Background: an optimization exercise with open tools, aiming at small area, a short achievable clock period and few clock cycles per item. Do not read the settings as production practice.
In this exercise RTL edits were held to simulation tests only and were not proved equivalent to the original.
Power figures rest on the tool's default switching activity, not on a simulated workload.

==> flow/design.v <==
module hs_npu_cmd_scheduler #(
  parameter int unsigned NUM_CORES = 4,
  parameter int unsigned CMD_WIDTH = 256,
  parameter int unsigned CMD_DEPTH = 8,
  parameter int unsigned CNT_W     = $clog2(CMD_DEPTH + 1)
) (
  input  logic                  clk,
  input  logic                  rst_n,
  input  logic                  cmd_valid_i,
  output logic                  cmd_ready_o,
  input  logic [CMD_WIDTH-1:0]  cmd_data_i,
  input  logic                  cmd_barrier_i,
  input  logic                  flush_i,
  output logic [NUM_CORES-1:0]  core_exec_valid_o,
  input  logic [NUM_CORES-1:0]  core_exec_ready_i,
  output logic [CMD_WIDTH-1:0]  core_cmd_o,
  input  logic [NUM_CORES-1:0]  core_done_i,
  output logic [NUM_CORES-1:0]  core_busy_o,
  output logic [CNT_W-1:0]      queue_count_o,
  output logic [31:0]           completed_count_o,
  output logic                  idle_o,
  output logic                  err_o
);
  logic [CMD_WIDTH-1:0] mem     [CMD_DEPTH];
  logic [CMD_DEPTH-1:0] mem_bar;
  logic [CMD_DEPTH-1:0] rd_oh, wr_oh, rd_inc, wr_nx, rd_sel;
  logic [CNT_W-1:0]     count, count_nx;
  logic [NUM_CORES-1:0] busy, free_nx, pend, pick, pick_rdy, pick_any, valid;
  logic                 full, push, hs, offer, any_valid, idle_q;
  logic                 free1, free2, free_all, bar0, bar1, off0, off1, offer_nx;
  logic                 cnt_ge1, cnt_ge2, cnt_eq1;
  logic [CMD_WIDTH-1:0] ocmd, ocmd_nx;
  logic [31:0]          done_cnt;
  assign full    = (count == CNT_W'(CMD_DEPTH));
  assign cnt_ge1 = (count != '0);
  assign cnt_eq1 = (count == CNT_W'(1));
  assign cnt_ge2 = cnt_ge1 & ~cnt_eq1;
  assign push    = cmd_valid_i & ~full & ~flush_i;
  assign cmd_ready_o       = ~full & ~flush_i;
  assign core_busy_o       = busy;
  assign queue_count_o     = count;
  assign idle_o            = idle_q;
  assign core_exec_valid_o = valid;
  assign core_cmd_o        = ocmd;
  always_comb begin
    pick_rdy = '0;
    pick_any = '0;
    for (int i = int'(NUM_CORES) - 1; i >= 0; i--) begin
      if (!busy[i]) pick_any = NUM_CORES'(1) << i;
      if (!busy[i] && core_exec_ready_i[i]) pick_rdy = NUM_CORES'(1) << i;
    end
    pick = (pick_rdy != '0) ? pick_rdy : pick_any;
  end
  assign valid     = (pend != '0) ? pend : (offer ? pick : '0);
  assign any_valid = (pend != '0) | offer;
  assign hs        = |(valid & core_exec_ready_i);
  assign rd_inc = {rd_oh[CMD_DEPTH-2:0], rd_oh[CMD_DEPTH-1]};
  always_comb begin
    if (flush_i) begin
      count_nx = (any_valid && !hs) ? CNT_W'(1) : '0;
      wr_nx    = any_valid ? rd_inc : rd_oh;
    end else begin
      count_nx = count + CNT_W'(push) - CNT_W'(hs);
      wr_nx    = push ? {wr_oh[CMD_DEPTH-2:0], wr_oh[CMD_DEPTH-1]} : wr_oh;
    end
  end
  assign free_nx  = ~busy | core_done_i;
  assign free1    = |free_nx;
  assign free_all = &free_nx;
  always_comb begin
    free2 = 1'b0;
    for (int i = 0; i < int'(NUM_CORES); i++)
      for (int j = i + 1; j < int'(NUM_CORES); j++)
        free2 = free2 | (free_nx[i] & free_nx[j]);
  end
  always_comb begin
    bar0 = 1'b0;
    bar1 = 1'b0;
    for (int i = 0; i < int'(CMD_DEPTH); i++) begin
      bar0 = bar0 | (mem_bar[i] & rd_oh[i]);
      bar1 = bar1 | (mem_bar[i] & rd_inc[i]);
    end
  end
  assign off0 = cnt_ge1 & (bar0 ? free_all : free1) & (~flush_i | any_valid);
  assign off1 = cnt_ge2 & ~bar1 & free2 & ~flush_i;
  assign offer_nx = hs ? off1 : off0;
  always_comb begin
    for (int i = 0; i < int'(CMD_DEPTH); i++)
      rd_sel[i] = hs ? (off1 & rd_inc[i]) : (off0 & rd_oh[i]);
  end
  always_comb begin
    ocmd_nx = '0;
    for (int i = 0; i < int'(CMD_DEPTH); i++) begin
      ocmd_nx = ocmd_nx | (mem[i] & {CMD_WIDTH{rd_sel[i]}});
    end
  end
  always_ff @(posedge clk) begin
    if (!rst_n) begin
      rd_oh  <= CMD_DEPTH'(1);
      wr_oh  <= CMD_DEPTH'(1);
      count  <= '0;
      pend   <= '0;
      offer  <= 1'b0;
      ocmd   <= '0;
      idle_q <= 1'b1;
    end else begin
      rd_oh  <= hs ? rd_inc : rd_oh;
      wr_oh  <= wr_nx;
      count  <= count_nx;
      pend   <= hs ? '0 : valid;
      offer  <= offer_nx;
      ocmd   <= ocmd_nx;
      idle_q <= (count_nx == '0) & ~|((busy & ~core_done_i) | (valid & core_exec_ready_i));
    end
  end
  always_ff @(posedge clk) begin
    for (int i = 0; i < int'(CMD_DEPTH); i++) begin
      if (wr_oh[i] && !full) begin
        mem[i]     <= cmd_data_i;
        mem_bar[i] <= cmd_barrier_i;
      end
    end
  end
  always_comb begin
    done_cnt = '0;
    for (int k = 0; k < int'(NUM_CORES); k++) begin
      done_cnt = done_cnt + 32'(core_done_i[k] & busy[k]);
    end
  end
  always_ff @(posedge clk) begin
    if (!rst_n) begin
      busy              <= '0;
      completed_count_o <= '0;
      err_o             <= 1'b0;
    end else begin
      busy              <= (busy & ~core_done_i) | (valid & core_exec_ready_i);
      completed_count_o <= completed_count_o + done_cnt;
      if (|(core_done_i & ~busy)) err_o <= 1'b1;
    end
  end
endmodule
==> flow/run.sh <==
#!/bin/bash
# synth_recipe.tcl (not shown) runs the flow's synth.tcl, then flattens the netlist and writes it again
# the make line also repeats each setting of config.mk as NAME=value (left out here)
make -C /OpenROAD-flow-scripts/flow DESIGN_CONFIG=/design/flow/config.mk WORK_HOME=/design/flow/orfs CLKGATE_MAP_FILE= SYNTH_SCRIPT=/design/flow/synth_recipe.tcl finish
==> flow/constraint.sdc <==
create_clock -name core_clock -period 4.5 [get_ports {clk}]
set_input_delay 0.9000 -clock core_clock [delete_from_list [all_inputs] [get_ports {clk}]]
set_output_delay 0.9000 -clock core_clock [all_outputs]
set_load 0.01 [all_outputs]
==> flow/config.mk <==
export PLATFORM = sky130hd
export DESIGN_NAME = hs_npu_cmd_scheduler
export DESIGN_NICKNAME = hs_npu_cmd_scheduler
export VERILOG_FILES = /design/flow/design.v
export SDC_FILE = /design/flow/constraint.sdc
export NUM_CORES = 4
export LEC_CHECK = 0
export CAP_MARGIN = 20
export CORE_MARGIN = 2
export CORE_UTILIZATION = 40
export SETUP_SLACK_MARGIN = 2.2
export SLEW_MARGIN = 30
==> qor.csv, run 1 <==
metric,value,unit
synth_top_area_share,73.78,%
cp.required,5.24,ns
clk_path_buf_depth,3,
syn-num-nets,4873,
via_per_inst,6.009,
wl_met3,27830,um
cts.clk_slew.worst_paths,0.06,ns
core_area,0.2075,mm2
rsz0062_at_grt,yes,
max-cap-violations,0,
synth_area_leaders,"edfxtp_1 74%, dfxtp_1 7.6%, a22oi_1 4.6%",
grt_pass1_wl,388100,um
clk_latency,0.91,ns
final_net_count,6035,
synthCells,4594,
htree_levels,4,
drt_first_pass_iters,9,
status,"complete, no violations",
die_w,461.4,um
wl_per_cell,32.01,um
power_density,494.5,mW/mm2
hold_class,in2reg,
mostFrequentLayoutCell,edfxtp_1,
finalHoldViolCount,0,
worst_path_max_delay_cell,or4b_4,
max-vdd-ir-drop,0.0004242,V
syn_avg_cell_area,18.22,um2
dpl_cell_area,0.09451,mm2
path_cells,"buf_6, or4b_4, o21ai_4, a311o_1, nor2_4, buf_6, a32o_4, buf_12, buf_16, buf_16, a222oi_1, a31oi_1",
wl_met2,132500,um
portBuffers,571,
start_kind,register,
max_slew.worst_pin.slew,1.016,ns
max_freq,309.2,MHz
ant_nets,0,
finalWirelength,280900,um
final_util,54.74,%
ctsHoldBuffers,0,
crit_type,reg2reg,
min_period,3.234,ns
numCtsBuffers,233,
cp-end-kind,register,
drive_gt1_share,34.38,%
power_leakage,37.20,nW
grt_pass1_vias,51080,
die-area,0.2129,mm2
slew_headroom,32.28,%
drt_iter0_markers,7038,
cts.sinks,2375,
synthFlopType,edfxtp_1,
synth_top_area_cell,edfxtp_1,
crit_arrival,3.98,ns
cts_root_buf,clkbuf_16,
place_congestion,0.8053,
async_flop_share,0,%
dieHeight,461.4,um
period_share,71.87,%
slew_viol_final,0,
critPathTopFamily,compound AO/OA/AOI/OAI gates,
ys_seq_elements,2375,
synth_cell_type_count,65,
grt_max_degree,103,
num_io_pins,572,
crit_fanout,5,
skew,0.05332,ns
setup_viol,0,
worst_path_largest_cell_delay,0.50,ns
track_usage,25.43,%
ys_warn_count,2,
hpwlAfterDp,136500,um
final_cell_area,0.1136,mm2
tritoncts,yes,
met1_length,112000,um
antenna_found_initial,56,
drcViolationCount,0,
synth_edf_count,2056,
mostFrequentLayoutCells,"2056 x edfxtp_1, 369 x a22oi_1, 348 x buf_6",
top_layer,met5,
cp_num_buf_inv,5,
num_vias,52740,
start_util,40.33,%
fillers,15760,
yosysSeqAreaShare,81.41,%
area_growth,35.72,%
row_count,167,
netlist_area,0.08368,mm2
grt-ovfl-total,0,
[worst register-to-register path: cells and delay by family (launching register included)]
kind	cells	cell delay, ns
AO/OA/AOI/OAI	5	1.42
buffers and inverters	5	0.71
AND/OR/NAND/NOR	2	0.59
flip-flops	1	0.35
[state kept, by name, indices dropped and copies added, names as in the netlist, 4 cells and up]
name,flops
busy,4
completed_count_o,32
count,4
mem,2048
mem_bar,8
ocmd,256
pend,4
rd_oh,8
wr_oh,8
[through the flow]
| stage | total power, W | std cells | TNS, ns | setup WS, ns | hold slack (ns) |
|---|---|---|---|---|---|
| 2_1_floorplan | 0.03132 | 4594 | -1164.02 | -0.5662 | 0.4756 |
| 3_3_place_gp | 0.03495 | 7855 | 0 | 0.2399 | 0.4714 |
| 3_5_place_dp | 0.03507 | 7858 | 0 | 0.2139 | 0.4963 |
| 4_1_cts | 0.05593 | 8675 | 0 | 1.283 | 0.4832 |
| 5_1_grt | 0.05777 | 8765 | 0 | 1.195 | 0.4068 |
| 6_report | 0.05616 | 8776 | 0 | 1.266 | 0.4068 |
[power breakdown]
group | total, W | leakage, nW | switching, W | internal (W)
combinational | 0.00850 | 11.5 | 0.00508 | 0.00341
clock | 0.0197 | 3.81 | 0.00851 | 0.0112
sequential | 0.0279 | 21.9 | 0.00108 | 0.0268
[cell type report]
type,instances,area (um2),share of cell area (%)
Antenna cell,22,55.05,0.04847
Clock buffer,326,6544,5.762
Clock inverter,119,1272,1.120
Inverter,17,75.07,0.06610
Multi-Input combinational cell,1870,16530,14.56
Sequential cell,2375,68700,60.49
Tap cell,2788,3488,3.071
Timing Repair Buffer,1259,16900,14.88
[cells in the mapped netlist (19+ instances only)]
cell type,count
a21oi_1,74
a221oi_1,179
a221oi_2,46
a222oi_1,137
a22o_1,179
a22oi_1,512
a31oi_1,228
a41oi_1,19
buf_1,21
buf_2,102
buf_6,21
clkbuf_1,179
dfxtp_1,319
edfxtp_1,2056
nand2_1,108
nand3_1,25
nor2_1,87
o21ai_0,50
o22ai_1,37
[path summary, 6_finish.rpt]
check	startpoint	endpoint	slack [ns]	depth (start not counted)
worst max-delay path	pend[2]$_SDFF_PP0_	ocmd[229]$_SDFF_PN0_	1.27	12
worst min-delay path	core_done_i[0]	err_o$_SDFFE_PN0P_	0.41	3
worst max register to register	pend[2]$_SDFF_PP0_	ocmd[229]$_SDFF_PN0_	1.27	12
worst min register to register	completed_count_o[25]$_SDFF_PN0_	completed_count_o[25]$_SDFF_PN0_	0.50	2
[kinds of logic after synthesis]
logic type | count (synthesis) | share of synthesized area, %
and+or+nand+nor | 292 | 1.601
DFF | 2375 | 81.41
AOI/OAI and AO/OA | 1544 | 14.61
buffers and inverters | 350 | 1.956
xor gates and xnor gates | 22 | 0.2302
adders and majority gates | 11 | 0.1974
[metal layers]
layer  GRT usage (%)  up-vias
li1                -    21910
met1           35.06    27250
met2           39.98     3001
met3           5.760      498
met4           8.141       74
met5               0        -
[repair_timing]
item                                    in CTS  in global routing
pin swaps                                  416                306
resized for setup                         2465                243
endpoints found under the setup margin    2269                747
setup buffers                              262                 68
gates cloned                               110                 11
Testbench counts, summed over its fixed seeds: cycles 4,312, items 2,400.
==> run 2, diff against run 1 <==
--- a/flow/design.v
+++ b/flow/design.v
@@ -25,13 +25,13 @@
   logic [CMD_DEPTH-1:0] mem_bar;
   logic [CMD_DEPTH-1:0] rd_oh, wr_oh, rd_inc, wr_nx, rd_sel;
   logic [CNT_W-1:0]     count, count_nx;
-  logic [NUM_CORES-1:0] busy, free_nx, pend, pick, pick_rdy, pick_any, valid;
-  logic                 full, push, hs, offer, any_valid, idle_q;
+  logic [NUM_CORES-1:0] busy, free_nx, valid, valid_nx, pick0, pick1;
+  logic                 full, push, hs, any_valid, idle_q;
   logic                 free1, free2, free_all, bar0, bar1, off0, off1, offer_nx;
   logic                 cnt_ge1, cnt_ge2, cnt_eq1;
   logic [CMD_WIDTH-1:0] ocmd, ocmd_nx;
   logic [31:0]          done_cnt;
-  assign full    = (count == CNT_W'(CMD_DEPTH));
+  assign full    = (count >= CNT_W'(CMD_DEPTH));
   assign cnt_ge1 = (count != '0);
   assign cnt_eq1 = (count == CNT_W'(1));
   assign cnt_ge2 = cnt_ge1 & ~cnt_eq1;
@@ -42,17 +42,7 @@
   assign idle_o            = idle_q;
   assign core_exec_valid_o = valid;
   assign core_cmd_o        = ocmd;
-  always_comb begin
-    pick_rdy = '0;
-    pick_any = '0;
-    for (int i = int'(NUM_CORES) - 1; i >= 0; i--) begin
-      if (!busy[i]) pick_any = NUM_CORES'(1) << i;
-      if (!busy[i] && core_exec_ready_i[i]) pick_rdy = NUM_CORES'(1) << i;
-    end
-    pick = (pick_rdy != '0) ? pick_rdy : pick_any;
-  end
-  assign valid     = (pend != '0) ? pend : (offer ? pick : '0);
-  assign any_valid = (pend != '0) | offer;
+  assign any_valid = (valid != '0);
   assign hs        = |(valid & core_exec_ready_i);
   assign rd_inc = {rd_oh[CMD_DEPTH-2:0], rd_oh[CMD_DEPTH-1]};
   always_comb begin
@@ -85,6 +75,15 @@
   assign off1 = cnt_ge2 & ~bar1 & free2 & ~flush_i;
   assign offer_nx = hs ? off1 : off0;
   always_comb begin
+    pick0 = '0;
+    pick1 = '0;
+    for (int i = int'(NUM_CORES) - 1; i >= 0; i--) begin
+      if (free_nx[i]) pick0 = NUM_CORES'(1) << i;
+      if (free_nx[i] && !valid[i]) pick1 = NUM_CORES'(1) << i;
+    end
+  end
+  assign valid_nx = hs ? (off1 ? pick1 : '0) : (any_valid ? valid : (off0 ? pick0 : '0));
+  always_comb begin
     for (int i = 0; i < int'(CMD_DEPTH); i++)
       rd_sel[i] = hs ? (off1 & rd_inc[i]) : (off0 & rd_oh[i]);
   end
@@ -99,16 +98,14 @@
       rd_oh  <= CMD_DEPTH'(1);
       wr_oh  <= CMD_DEPTH'(1);
       count  <= '0;
-      pend   <= '0;
-      offer  <= 1'b0;
+      valid  <= '0;
       ocmd   <= '0;
       idle_q <= 1'b1;
     end else begin
       rd_oh  <= hs ? rd_inc : rd_oh;
       wr_oh  <= wr_nx;
       count  <= count_nx;
-      pend   <= hs ? '0 : valid;
-      offer  <= offer_nx;
+      valid  <= valid_nx;
       ocmd   <= ocmd_nx;
       idle_q <= (count_nx == '0) & ~|((busy & ~core_done_i) | (valid & core_exec_ready_i));
     end
--- a/flow/config.mk
+++ b/flow/config.mk
@@ -8,5 +8,5 @@
 export CAP_MARGIN = 20
 export CORE_MARGIN = 2
 export CORE_UTILIZATION = 40
-export SETUP_SLACK_MARGIN = 2.2
+export SETUP_SLACK_MARGIN = 2.3
 export SLEW_MARGIN = 30
==> qor.csv, run 2 <==
metric,value,unit,change
dieHeight,455.0,um,-1.4%
skew,0.07891,ns,+0.02559 ns
crit_fanout,8,,+3
grt-ovfl-total,0,,unchanged
wl_per_cell,33.93,um,+6.0%
final_net_count,5832,,-3.4%
place_congestion,0.7913,,-1.7%
fin_tns_setup,0,ns,unchanged
worst_path_largest_cell_delay,0.49,ns,about the same
die-area,0.2071,mm2,-2.7%
synth-xor-area-share,0.2368,%,+0.0065 points
fillers,14490,,-8.0%
antenna_found_initial,39,,-30%
numCtsBuffers,229,,-1.7%
finalHoldViolCount,0,,unchanged
yosysSeqAreaShare,83.70,%,+2.3 points
syn-num-nets,4509,,-7.5%
hpwlAfterDp,127800,um,-6.3%
ys_top_cells_by_count,"2056 x edfxtp_1, 1033 x a22oi_1, 318 x dfxtp_1",,
cp.required,5.30,ns,+0.06 ns
max_freq,337.6,MHz,+9.2%
critPathTopFamily,compound AO/OA/AOI/OAI gates,,
core_area,0.2021,mm2,-2.6%
ys_warn_count,2,,unchanged
grt_max_degree,92,,-11%
hold_class,in2reg,,
period_share,65.82,%,-6.1 points
num_io_pins,572,,unchanged
portBuffers,571,,unchanged
die_w,455.0,um,-1.4%
max-cap-violations,0,,unchanged
grt_pass1_vias,47480,,-7.0%
setup_ws,1.538,ns,+0.2725 ns
multi_input_area,0.01619,mm2,-2.1%
synthMostInstantiatedCell,edfxtp_1,,
netlist_area,0.08137,mm2,-2.8%
synthAdderAreaFrac,0.2183,%,+0.021 points
drt_iter0_markers,6274,,-11%
start_kind,register,,
drive_gt1_share,43.16,%,+8.8 points
clk_path_buf_depth,3,,unchanged
synthSimpleGateAreaFrac,0.9979,%,-0.60 points
finalWirelength,286600,um,+2.0%
setup_viol,0,,unchanged
area_growth,42.34,%,
ant_nets,0,,unchanged
via_per_inst,5.951,,-0.96%
worst_path_max_delay_cell,or4_4,,
cp_num_buf_inv,7,,+2
mostFrequentLayoutCell,edfxtp_1,,
max-vdd-ir-drop,0.0003702,V,-13%
synth_mux_area_share,0.1246,%,+0.12 points
row_count,165,,-1.2%
dp_slack,0.3232,ns,+0.1093 ns
status,"complete, no violations",,
largestRegisters,"mem x2048, ocmd x256, completed_count_o x32",,
largest_register_ffs,2048,,unchanged
crit_type,reg2reg,,
synth_area_leaders,"edfxtp_1 76%, a22oi_1 9.5%, dfxtp_1 7.8%",,
max_slew.worst_pin.slew,0.9636,ns,-0.05211 ns
num_vias,50280,,-4.7%
ctsHoldBuffers,0,,unchanged
synthFlopType,edfxtp_1,,
synth_compound_area_share,12.92,%,-1.7 points
rsz0062_at_grt,yes,,
layoutNonFillerInstCount,8448,,-3.7%
cp-end-kind,register,,
slew_headroom,35.76,%,+3.5 points
synth_edf_count,2056,,unchanged
start_util,40.26,%,-0.072 points
track_usage,25.64,%,+0.21 points
synth_cell_type_count,45,,-31%
slew_viol_final,0,,unchanged
drcViolationCount,0,,unchanged
top_register,mem,,
post-place-cells,7422,,-5.5%
clk_latency,0.90,ns,about the same
htree_levels,4,,unchanged
cts.sinks,2374,,-0.042%
power_leakage,36.92,nW,-0.74%
drt_first_pass_iters,6,,-3
path_cells,"a22o_1, a221o_1, or4_4, nor2_8, buf_12, buf_6, a22o_4, buf_16, buf_6, buf_12, buf_12, buf_4, a22oi_1, a41oi_2",,
min_period,2.962,ns,-0.2725 ns
tritoncts,yes,,
synthCells,4229,,-7.9%
async_flop_share,0,%,unchanged
synth_top_area_share,75.87,%,+2.1 points
power_density,437.0,mW/mm2,-12%
mostFrequentLayoutCells,"2056 x edfxtp_1, 583 x a22oi_1, 450 x a22oi_2",,
cp_common_cell,buf_12,,
cts_root_buf,clkbuf_16,,
synth_top_area_cell,edfxtp_1,,
synth_top_family_by_area,compound AO/OA/AOI/OAI gates,,
seqCellArea,0.06866,mm2,about the same
crit_arrival,3.76,ns,-0.22 ns
ys_seq_elements,2374,,-0.042%
grt_pass1_wl,373400,um,-3.8%
cts.clk_slew.worst_paths,0.06,ns,about the same
syn_avg_cell_area,19.24,um2,+5.6%
## run 2: logic make-up after synthesis
kind of cell / count (synthesis)
DFF: 2374
AOI/OAI and AO/OA: 1362
buffers and inverters: 292
and+or+nand+nor: 157
xor gates and xnor gates: 22
adders and majority gates: 12
muxes: 10
## run 2: report_power, final
part,switching [W],internal [W]
registers,0.000634,0.0259
clock network,0.00853,0.0110
logic,0.00276,0.00179
total,0.0119,0.0387
## run 2: worst paths after layout
check                                   start                          endpoint  slack [ns]  depth (start not counted)
max                      mem_bar[5]$_DFFE_PP_               ocmd[69]$_SDFF_PN0_        1.54                         14
min                            core_done_i[1]                err_o$_SDFFE_PN0P_        0.42                          3
max reg2reg              mem_bar[5]$_DFFE_PP_               ocmd[69]$_SDFF_PN0_        1.54                         14
min reg2reg  completed_count_o[31]$_SDFF_PN0_  completed_count_o[31]$_SDFF_PN0_        0.49                          2
## run 2: area by class of cell
class,instances,share of cell area (%)
diodes,18,0.03889
clock buffers,318,5.531
clock inverters,119,1.147
inverters,18,0.06698
multi-input cells,1574,13.98
flip-flops and latches,2374,59.28
well taps,2672,2.887
repair buffers,1355,17.07
## run 2: per-layer routing
layer | GRT usage, % | vias to the layer above | routed length (um)
met1 | 34.00 | 26410 | 109900
met5 | 0 | - | 142
met2 | 42.43 | 2652 | 141200
li1 | - | 20660 | -
met3 | 4.638 | 535 | 24140
met4 | 9.116 | 20 | 11260
## run 2: worst reg2reg max path: cells and delay by family (launching register included)
kind	cells	cell delay (ns)
buffers and inverters	7	0.88
AND/OR/NAND/NOR	2	0.69
AO/OA/AOI/OAI	5	0.89
flip-flops	1	0.41
## run 2: metrics by stage
stage | util (%) | total power [W] | area, um2 | hold slack [ns]
CTS | 54.27 | 0.05024 | 109700 | 0.4263
global placement | 45.43 | 0.03001 | 91820 | 0.4736
floorplan | - | 0.02801 | 81490 | 0.5064
finish | 57.31 | 0.05061 | 115800 | 0.4228
detailed placement | 45.44 | 0.03010 | 91850 | 0.4786
global route | 57.31 | 0.05188 | 115800 | 0.4460
## run 2: repair_timing
| item | in CTS | in global routing |
|---|---|---|
| pin swaps | 166 | 421 |
| gates cloned | 163 | 50 |
| setup endpoints to repair | 2279 | 928 |
| resized for setup | 2418 | 767 |
| setup buffers | 256 | 102 |
Testbench counts of run 2, summed over its fixed seeds: cycles 4,434, items 2,400.
==> run 3, diff against run 2 <==
--- a/flow/design.v
+++ b/flow/design.v
@@ -28,7 +28,7 @@
   logic [NUM_CORES-1:0] busy, free_nx, valid, valid_nx, pick0, pick1;
   logic                 full, push, hs, any_valid, idle_q;
   logic                 free1, free2, free_all, bar0, bar1, off0, off1, offer_nx;
-  logic                 cnt_ge1, cnt_ge2, cnt_eq1;
+  logic                 cnt_ge1, cnt_ge2, cnt_ge3, cnt_eq1;
   logic [CMD_WIDTH-1:0] ocmd, ocmd_nx;
   logic [31:0]          done_cnt;
   assign full    = (count >= CNT_W'(CMD_DEPTH));
@@ -63,13 +63,19 @@
       for (int j = i + 1; j < int'(NUM_CORES); j++)
         free2 = free2 | (free_nx[i] & free_nx[j]);
   end
+  logic [CMD_DEPTH-1:0] rd_inc2;
+  logic                 bar2, bar0_nx, bar1_nx;
+  assign rd_inc2 = {rd_inc[CMD_DEPTH-2:0], rd_inc[CMD_DEPTH-1]};
   always_comb begin
-    bar0 = 1'b0;
-    bar1 = 1'b0;
-    for (int i = 0; i < int'(CMD_DEPTH); i++) begin
-      bar0 = bar0 | (mem_bar[i] & rd_oh[i]);
-      bar1 = bar1 | (mem_bar[i] & rd_inc[i]);
-    end
+    bar2 = 1'b0;
+    for (int i = 0; i < int'(CMD_DEPTH); i++) bar2 = bar2 | (mem_bar[i] & rd_inc2[i]);
+  end
+  assign cnt_ge3 = cnt_ge2 & (count != CNT_W'(2));
+  assign bar0_nx = hs ? (cnt_ge2 ? bar1 : cmd_barrier_i) : (cnt_ge1 ? bar0 : cmd_barrier_i);
+  assign bar1_nx = hs ? (cnt_ge3 ? bar2 : cmd_barrier_i) : (cnt_ge2 ? bar1 : cmd_barrier_i);
+  always_ff @(posedge clk) begin
+    bar0 <= bar0_nx;
+    bar1 <= bar1_nx;
   end
   assign off0 = cnt_ge1 & (bar0 ? free_all : free1) & (~flush_i | any_valid);
   assign off1 = cnt_ge2 & ~bar1 & free2 & ~flush_i;
@@ -85,31 +91,33 @@
   assign valid_nx = hs ? (off1 ? pick1 : '0) : (any_valid ? valid : (off0 ? pick0 : '0));
   always_comb begin
     for (int i = 0; i < int'(CMD_DEPTH); i++)
-      rd_sel[i] = hs ? (off1 & rd_inc[i]) : (off0 & rd_oh[i]);
+      rd_sel[i] = rst_n & (hs ? (off1 & rd_inc[i]) : (off0 & rd_oh[i]));
   end
+  logic [CMD_DEPTH*CMD_WIDTH-1:0] mem_flat;
   always_comb begin
-    ocmd_nx = '0;
-    for (int i = 0; i < int'(CMD_DEPTH); i++) begin
-      ocmd_nx = ocmd_nx | (mem[i] & {CMD_WIDTH{rd_sel[i]}});
-    end
+    for (int i = 0; i < int'(CMD_DEPTH); i++) mem_flat[i*CMD_WIDTH +: CMD_WIDTH] = mem[i];
   end
+  hs_npu_cmd_sel #(.W(CMD_WIDTH), .N(CMD_DEPTH)) u_sel (
+    .d_i   (mem_flat),
+    .sel_i (rd_sel),
+    .q_o   (ocmd_nx)
+  );
   always_ff @(posedge clk) begin
     if (!rst_n) begin
       rd_oh  <= CMD_DEPTH'(1);
       wr_oh  <= CMD_DEPTH'(1);
       count  <= '0;
       valid  <= '0;
-      ocmd   <= '0;
       idle_q <= 1'b1;
     end else begin
       rd_oh  <= hs ? rd_inc : rd_oh;
       wr_oh  <= wr_nx;
       count  <= count_nx;
       valid  <= valid_nx;
-      ocmd   <= ocmd_nx;
       idle_q <= (count_nx == '0) & ~|((busy & ~core_done_i) | (valid & core_exec_ready_i));
     end
   end
+  always_ff @(posedge clk) ocmd <= ocmd_nx;
   always_ff @(posedge clk) begin
     for (int i = 0; i < int'(CMD_DEPTH); i++) begin
       if (wr_oh[i] && !full) begin
@@ -136,3 +144,16 @@
     end
   end
 endmodule
+module hs_npu_cmd_sel #(
+  parameter int unsigned W = 256,
+  parameter int unsigned N = 8
+) (
+  input  logic [N*W-1:0] d_i,
+  input  logic [N-1:0] sel_i,
+  output logic [W-1:0] q_o
+);
+  always_comb begin
+    q_o = '0;
+    for (int i = 0; i < int'(N); i++) q_o = q_o | (d_i[i*W +: W] & {W{sel_i[i]}});
+  end
+endmodule
--- a/flow/config.mk
+++ b/flow/config.mk
@@ -8,5 +8,8 @@
 export CAP_MARGIN = 20
 export CORE_MARGIN = 2
 export CORE_UTILIZATION = 40
-export SETUP_SLACK_MARGIN = 2.3
+export CTS_CLUSTER_DIAMETER = 60
+export CTS_CLUSTER_SIZE = 30
+export SETUP_SLACK_MARGIN = 2.0
 export SLEW_MARGIN = 30
+export SYNTH_HIERARCHICAL = 1
==> qor.csv, run 3 <==
metric,value,unit,change
max_slew.worst_pin.slew,0.9247,ns,-0.03892 ns
synthCells,4217,,-0.28%
synth_top_area_share,75.49,%,-0.39 points
slew_headroom,38.35,%,+2.6 points
max-vdd-ir-drop,0.0003701,V,about the same
largest_register_ffs,2048,,unchanged
wl_per_cell,30.91,um,-8.9%
ant_nets,0,,unchanged
hold_end,err_o$_SDFFE_PN0P_,,
dpl_cell_area,0.09123,mm2,-0.67%
numCtsBuffers,147,,-36%
synthMostInstantiatedCell,edfxtp_1,,
finalWirelength,247100,um,-14%
via_per_inst,5.777,,-2.9%
syn_avg_cell_area,19.40,um2,+0.85%
top_register,mem,,
drt_first_pass_iters,6,,unchanged
area_growth,27.27,%,
row_count,166,,+0.61%
cts.clk_slew.worst_paths,0.08,ns,+0.02 ns
ys_seq_elements,2376,,+0.084%
drcViolationCount,0,,unchanged
grt_pass1_wl,316700,um,-15%
antenna_found_initial,47,,+21%
power_leakage,34.46,nW,-6.7%
cts.sinks,2376,,+0.084%
cp-startpoint,count[3]$_SDFF_PN0_,,
synth_edf_count,2057,,+0.049%
setup_viol,0,,unchanged
rr_startpoint,count[3]$_SDFF_PN0_,,
core_area,0.2040,mm2,+0.91%
clk_path_buf_depth,3,,unchanged
reg2reg_to,ocmd[136]$_DFF_P_,,
min_period,2.902,ns,-0.06015 ns
top_usage_layer,met2,,
cp.required,5.27,ns,-0.03 ns
crit_fanout,7,,-1
crit_type,reg2reg,,
syn-num-nets,4497,,-0.27%
period_share,64.48,%,-1.3 points
grt_max_degree,71,,-23%
power_density,444.9,mW/mm2,+1.8%
final_cell_area,0.1041,mm2,-10%
crit_arrival,3.68,ns,-0.08 ns
skew,0.06801,ns,-0.01090 ns
mostFrequentLayoutCells,"2057 x edfxtp_1, 655 x a22oi_1, 379 x a22oi_2",,
num_vias,46180,,-8.2%
drt_iter0_markers,5383,,-14%
worstHoldStart,core_done_i[0],,
max-cap-violations,0,,unchanged
seqCellArea,0.06828,mm2,-0.55%
die_w,456.3,um,+0.28%
dieHeight,456.3,um,+0.28%
start_kind,register,,
status,"complete, no violations",,
largestRegisters,"mem x2048, ocmd x256, completed_count_o x32",,
clk_latency,0.88,ns,-0.02 ns
place_congestion,0.7874,,-0.49%
r2r_cells,14,,unchanged
grt-ovfl-total,0,,unchanged
max_freq,344.6,MHz,+2.1%
grt_pass1_vias,43440,,-8.5%
fin_tns_setup,0,ns,unchanged
min_path_cells,3,,unchanged
finalHoldViolCount,0,,unchanged
mostFrequentLayoutCell,edfxtp_1,,
track_usage,20.91,%,-4.7 points
num_io_pins,572,,unchanged
globalRouteMet1Util,28.09,%,-5.9 points
async_flop_share,0,%,unchanged
fillers,16280,,+12%
portBuffers,571,,unchanged
die-area,0.2082,mm2,+0.56%
synth_area_leaders,"edfxtp_1 75%, a22oi_1 9.5%, dfxtp_1 7.8%",,
final_net_count,5443,,-6.7%
hold_class,in2reg,,
synthFlopType,edfxtp_1,,
ys_top_cells_by_count,"2057 x edfxtp_1, 1034 x a22oi_1, 319 x dfxtp_1",,
yosysSeqAreaShare,83.29,%,-0.41 points
cp-end-kind,register,,
grt_util_met3,4.929,%,+0.29 points
synth_cell_type_count,60,,+33%
start_util,40.12,%,-0.14 points
cts_root_buf,clkbuf_16,,
drive_gt1_share,24.48,%,-19 points
htree_levels,4,,unchanged
multi_input_area,0.01356,mm2,-16%
hpwlAfterDp,120300,um,-5.9%
rsz0062_at_grt,yes,,
tritoncts,yes,,
ys_warn_count,9,,+7
grt_use_met2,33.05,%,-9.4 points
synth_top_area_cell,edfxtp_1,,
slew_viol_final,0,,unchanged
netlist_area,0.08183,mm2,+0.56%
reg2reg_slack,1.60,ns,+0.06 ns
[run 3: cell types whose count changed after synthesis, moves of 18 or more]
cell      change
nor2_1       +29
nand4_1     +262
a41oi_1     -255
clkbuf_1     -39
buf_4        -18
buf_2       -147
buf_6       +173
[run 3: worst max-delay path: stages (launching register included)]
cell and delay [ns]:
dfxtp_4 0.38, clkinvlp_4 0.11, ha_4 0.19, or3b_4 0.22
nand4_1 0.16, nor4_4 0.29, buf_4 0.18, buf_6 0.11
a22oi_2 0.09, nor2_4 0.27, buf_12 0.20, buf_16 0.19
clkbuf_16 0.21, a22oi_1 0.09, nand4_1 0.11
[run 3: cell type report]
type,count,share of cell area [%]
Sequential cell,2376,65.56
Antenna cell,17,0.04085
Clock buffer,158,3.631
Clock inverter,117,1.678
Timing Repair Buffer,1032,12.76
Multi-Input combinational cell,1587,13.02
Inverter,19,0.07689
Tap cell,2688,3.229
[run 3: what timing repair did]
action	CTS	global route
cloned	48	96
hold buffers	0	0
setup buffers	71	53
resized for setup	672	497
endpoints found under the setup margin	1964	348
pin swaps	47	138
[run 3: metal layers]
metal  routed length [um]  up-vias
li1                     -    19520
met1                99030    24180
met2               120100     2077
met3                19770      357
met4                 7858       48
met5                  307        -
[run 3: how the worst max path moves through the flow]
stage,to,slack [ns]
6_report,ocmd[136]$_DFF_P_,1.60
5_1_grt,idle_q$_SDFF_PN1_,1.50
4_1_cts,ocmd[95]$_DFF_P_,1.50
3_5_place_dp,completed_count_o[28]$_SDFF_PN0_,0.36
3_3_place_gp,completed_count_o[22]$_SDFF_PN0_,0.33
2_1_floorplan,completed_count_o[30]$_SDFF_PN0_,1.26
[run 3: power breakdown]
part           switching, W  leakage [nW]  internal, W
clock               0.00840          2.63      0.00714
sequential         0.000644          21.8       0.0263
combinational       0.00258          9.99      0.00128
total                0.0116          34.5       0.0347
[run 3: kinds of logic (layout without fill, tap and decap cells)]
logic type      Yosys count  count (layout)  share of synthesized area [%]
mux                      17              17                         0.2202
fa+ha+maj                12              12                         0.2187
other cells               0              17                              0
simple gates            435             442                          3.086
buf+inv                 261            1326                          2.931
flops                  2376            2376                          83.29
xor+xnor                 31              31                         0.3318
compound gates         1085            1085                          9.922
[run 3: stage by stage]
step / hold WS, ns / total power, W / instances / worst slack, ns / utilization (%)
after CTS: 0.4668 / 0.04638 / 7828 / 1.499 / 48.73
after detailed placement: 0.4555 / 0.03091 / 7434 / 0.3556 / 44.73
after floorplan: 0.4404 / 0.02866 / 4217 / 1.258 / -
after global routing: 0.4529 / 0.04771 / 7990 / 1.501 / 51.06
after global placement: 0.4480 / 0.03079 / 7433 / 0.3332 / 44.72
final: 0.4491 / 0.04634 / 7994 / 1.598 / 51.06
Testbench counts of run 3, summed over its fixed seeds: cycles 4,434, items 2,400.
==> run 4, diff against run 3 <==
--- a/flow/design.v
+++ b/flow/design.v
@@ -31,7 +31,9 @@
   logic                 cnt_ge1, cnt_ge2, cnt_ge3, cnt_eq1;
   logic [CMD_WIDTH-1:0] ocmd, ocmd_nx;
   logic [31:0]          done_cnt;
-  assign full    = (count >= CNT_W'(CMD_DEPTH));
+  logic full_nx;
+  assign full_nx = ~flush_i & ~hs & ((count == CNT_W'(CMD_DEPTH)) |
+                                     ((count == CNT_W'(CMD_DEPTH - 1)) & cmd_valid_i));
   assign cnt_ge1 = (count != '0);
   assign cnt_eq1 = (count == CNT_W'(1));
   assign cnt_ge2 = cnt_ge1 & ~cnt_eq1;
@@ -107,12 +109,14 @@
       rd_oh  <= CMD_DEPTH'(1);
       wr_oh  <= CMD_DEPTH'(1);
       count  <= '0;
+      full   <= 1'b0;
       valid  <= '0;
       idle_q <= 1'b1;
     end else begin
       rd_oh  <= hs ? rd_inc : rd_oh;
       wr_oh  <= wr_nx;
       count  <= count_nx;
+      full   <= full_nx;
       valid  <= valid_nx;
       idle_q <= (count_nx == '0) & ~|((busy & ~core_done_i) | (valid & core_exec_ready_i));
     end
--- a/flow/config.mk
+++ b/flow/config.mk
@@ -10,6 +10,6 @@
 export CORE_UTILIZATION = 40
 export CTS_CLUSTER_DIAMETER = 60
 export CTS_CLUSTER_SIZE = 30
-export SETUP_SLACK_MARGIN = 2.0
+export SETUP_SLACK_MARGIN = 1.8
 export SLEW_MARGIN = 30
 export SYNTH_HIERARCHICAL = 1
==> qor.csv, run 4 <==
metric,value,unit,change
largest_register_ffs,2048,,unchanged
max_slew.worst_pin.slew,0.9088,ns,-0.01596 ns
syn-num-nets,4515,,+0.40%
synth_cell_type_count,58,,-3.3%
ys_warn_count,9,,unchanged
synthMostInstantiatedCell,edfxtp_1,,
clk_latency,0.84,ns,-0.04 ns
drive_gt1_share,15.02,%,-9.5 points
final_net_count,5302,,-2.6%
fin_total_pwr,0.04723,W,+1.9%
largestRegisters,"mem x2048, ocmd x256, completed_count_o x32",,
synth_edf_count,2057,,unchanged
async_flop_share,0,%,unchanged
start_util,40.15,%,about the same
grt_pass1_wl,313300,um,-1.1%
crit_fanout,8,,+1
hold_class,reg2reg,,
track_usage,20.46,%,-0.46 points
worst_path_largest_cell_delay,0.44,ns,+0.06 ns
crit_type,in2reg,,
cp_common_cell,buf_4,,
start_kind,input port,,
syn_avg_cell_area,19.36,um2,-0.25%
row_count,166,,unchanged
hpwlAfterDp,121300,um,+0.81%
final_cell_area,0.09917,mm2,-4.8%
core_area,0.2042,mm2,+0.10%
num_vias,44440,,-3.8%
crit_arrival,3.47,ns,-0.21 ns
synthCells,4235,,+0.43%
worst_path_max_delay_cell,clkdlybuf4s50_1,,
ys_seq_elements,2377,,+0.042%
clk_path_buf_depth,3,,unchanged
yosysSeqAreaShare,83.16,%,-0.13 points
power_leakage,32.63,nW,-5.3%
finalHoldViolCount,0,,unchanged
min_path_cells,2,,-1
max-vdd-ir-drop,0.0003501,V,-5.4%
htree_levels,4,,unchanged
grt_pass1_vias,43530,,+0.21%
reg2reg_slack,1.72,ns,+0.12 ns
critPathTopFamily,buffers and inverters,,
netlist_area,0.08198,mm2,+0.18%
drcViolationCount,0,,unchanged
synth_top_area_cell,edfxtp_1,,
path_cells,"clkdlybuf4s50_1, a22oi_2, and2_1, a2111oi_4, buf_4, buf_6, buf_4, a22o_4, buf_4, buf_4, a22oi_1, nand4_1",,
status,"complete, no violations",,
ys_top_cells_by_count,"2057 x edfxtp_1, 1030 x a22oi_1, 320 x dfxtp_1",,
wl_per_cell,28.36,um,-8.2%
grt-ovfl-total,0,,unchanged
mostFrequentLayoutCells,"2057 x edfxtp_1, 949 x a22oi_1, 355 x clkdlybuf4s50_1",,
power_density,476.3,mW/mm2,+7.0%
cp_num_buf_inv,6,,unchanged
period_share,62.50,%,-2.0 points
skew,0.05242,ns,-0.01559 ns
slew_viol_final,0,,unchanged
synth_area_leaders,"edfxtp_1 75%, a22oi_1 9.4%, dfxtp_1 7.8%",,
cp.required,5.16,ns,-0.11 ns
top_register,mem,,
cts_root_buf,clkbuf_16,,
place_congestion,0.7738,,-1.7%
max_freq,355.6,MHz,+3.2%
cts.sinks,2377,,+0.042%
finalWirelength,222700,um,-9.9%
r2r_cells,10,,-4
dieHeight,456.7,um,about the same
slew_headroom,39.42,%,+1.1 points
mostFrequentLayoutCell,edfxtp_1,,
area_growth,20.98,%,
portBuffers,571,,unchanged
synth_top_area_share,75.35,%,-0.14 points
synthFlopType,edfxtp_1,,
post-place-cells,7451,,+0.23%
via_per_inst,5.661,,-2.0%
tritoncts,yes,,
min_period,2.813,ns,-0.08907 ns
die_w,456.7,um,about the same
ant_nets,0,,unchanged
dpl_cell_area,0.09132,mm2,about the same
drt_iter0_markers,4559,,-15%
numCtsBuffers,149,,+1.4%
num_io_pins,572,,unchanged
setup_viol,0,,unchanged
cts.clk_slew.worst_paths,0.10,ns,+0.02 ns
antenna_found_initial,39,,-17%
worst-path-stages,12,,-2
die-area,0.2086,mm2,+0.18%
drt_first_pass_iters,5,,-1
max-cap-violations,0,,unchanged
layoutNonFillerInstCount,7851,,-1.8%
cp-end-kind,register,,
rsz0062_at_grt,yes,,
grt_max_degree,100,,+41%
## run 4: final cells by class
class	instances	area, um2
Fill cell	16770	105000
Sequential cell	2377	68260
Multi-Input combinational cell	1596	12100
Timing Repair Buffer	880	10020
Clock buffer	159	3840
Tap cell	2688	3363
Clock inverter	118	1489
Inverter	18	67.56
Antenna cell	15	37.54
## run 4: worst register-to-register path, delay by kind of cell (launching register included)
kind | cells | cell delay (ns)
buf+inv | 4 | 0.78
simple gates | 3 | 0.74
compound gates | 3 | 0.74
flops | 1 | 0.38
## run 4: path summary, 6_finish.rpt
check	from	endpoint
setup reg to reg	valid[0]$_SDFFE_PN0N_	ocmd[192]$_DFF_P_
hold / removal	mem[3][202]$_DFFE_PP_	ocmd[202]$_DFF_P_
hold reg to reg	mem[3][202]$_DFFE_PP_	ocmd[202]$_DFF_P_
setup / recovery	core_exec_ready_i[0]	ocmd[36]$_DFF_P_
## run 4: stage by stage
stage,worst slack [ns],util [%],hold WS (ns),setup TNS [ns]
finish,1.687,48.57,0.4238,0
CTS,1.620,48.08,0.4179,0
detailed placement,0.4534,44.73,0.4528,0
floorplan,-0.1783,-,0.4404,-366.51
global placement,0.5208,44.70,0.4483,0
global route,1.648,48.57,0.4443,0
## run 4: kinds of logic after synthesis
| kind of cell | synth area share, % |
|---|---|
| DFF | 83.16 |
| xor gates and xnor gates | 0.1389 |
| muxes | 0.2396 |
| buffers and inverters | 2.949 |
| AOI/OAI and AO/OA | 10.16 |
| and+or+nand+nor | 3.133 |
| adders and majority gates | 0.2167 |
## run 4: power breakdown
group,total [W],switching [W],internal [W]
Combinational,0.00478,0.00300,0.00179
Sequential,0.0272,0.000786,0.0264
Clock,0.0152,0.00814,0.00711
Total,0.0472,0.0119,0.0353
## run 4: what timing repair did
item	4_1_cts	5_1_grt
buffers inserted	52	15
pin swaps	5	36
hold buffers	0	0
gates cloned	28	13
resized for setup	342	133
endpoints found under the setup margin	486	274
## run 4: layer usage
metal / GRT usage (%) / vias to the layer above / part of all wire, %
met3: 3.375 / 291 / 6.6
met1: 28.02 / 23170 / 42
li1: - / 19280 / -
met5: 0 / - / 0.080
met4: 5.622 / 30 / 2.3
met2: 33.82 / 1674 / 49
Testbench counts of run 4, summed over its fixed seeds: cycles 4,434, items 2,400.

[what the ideal ports hide]
In the flow no input, the clock included, has a driving cell. The finished layouts below were timed again as built, in two steps.
Step 1: set_driving_cell puts a clkbuf_16 on clk and a buf_2 on each other input, an assumption about the parent block.
Step 2 times the ports against the registers' clock, not the clock port: input delays grow and output delays shrink by t, the midpoint of the rising clock arrivals with the driver on.
Slacks: ideal / step 1 / step 2; pairs: ideal / step 1.
| run | shift t [ns] | slack for setup (ns) | hold WS [ns] | cell pins on the clock port's net |
|---|---|---|---|---|
| run 1 | 0.966 | 1.266 / 1.266 / 0.423 | 0.407 / 0.379 / 0.499 | 1 |
| run 2 | 0.950 | 1.538 / 1.538 / 0.653 | 0.423 / 0.388 / 0.491 | 1 |
| run 3 | 0.926 | 1.598 / 1.522 / 0.733 | 0.449 / 0.389 / 0.467 | 1 |
| run 4 | 0.912 | 1.687 / 1.697 / 0.785 | 0.424 / 0.424 / 0.424 | 1 |
After both steps setup and hold are still met in every run listed. The setup slack of run 4, which loses most, moves by +0.010 ns with the drivers and by -0.902 ns with both steps.
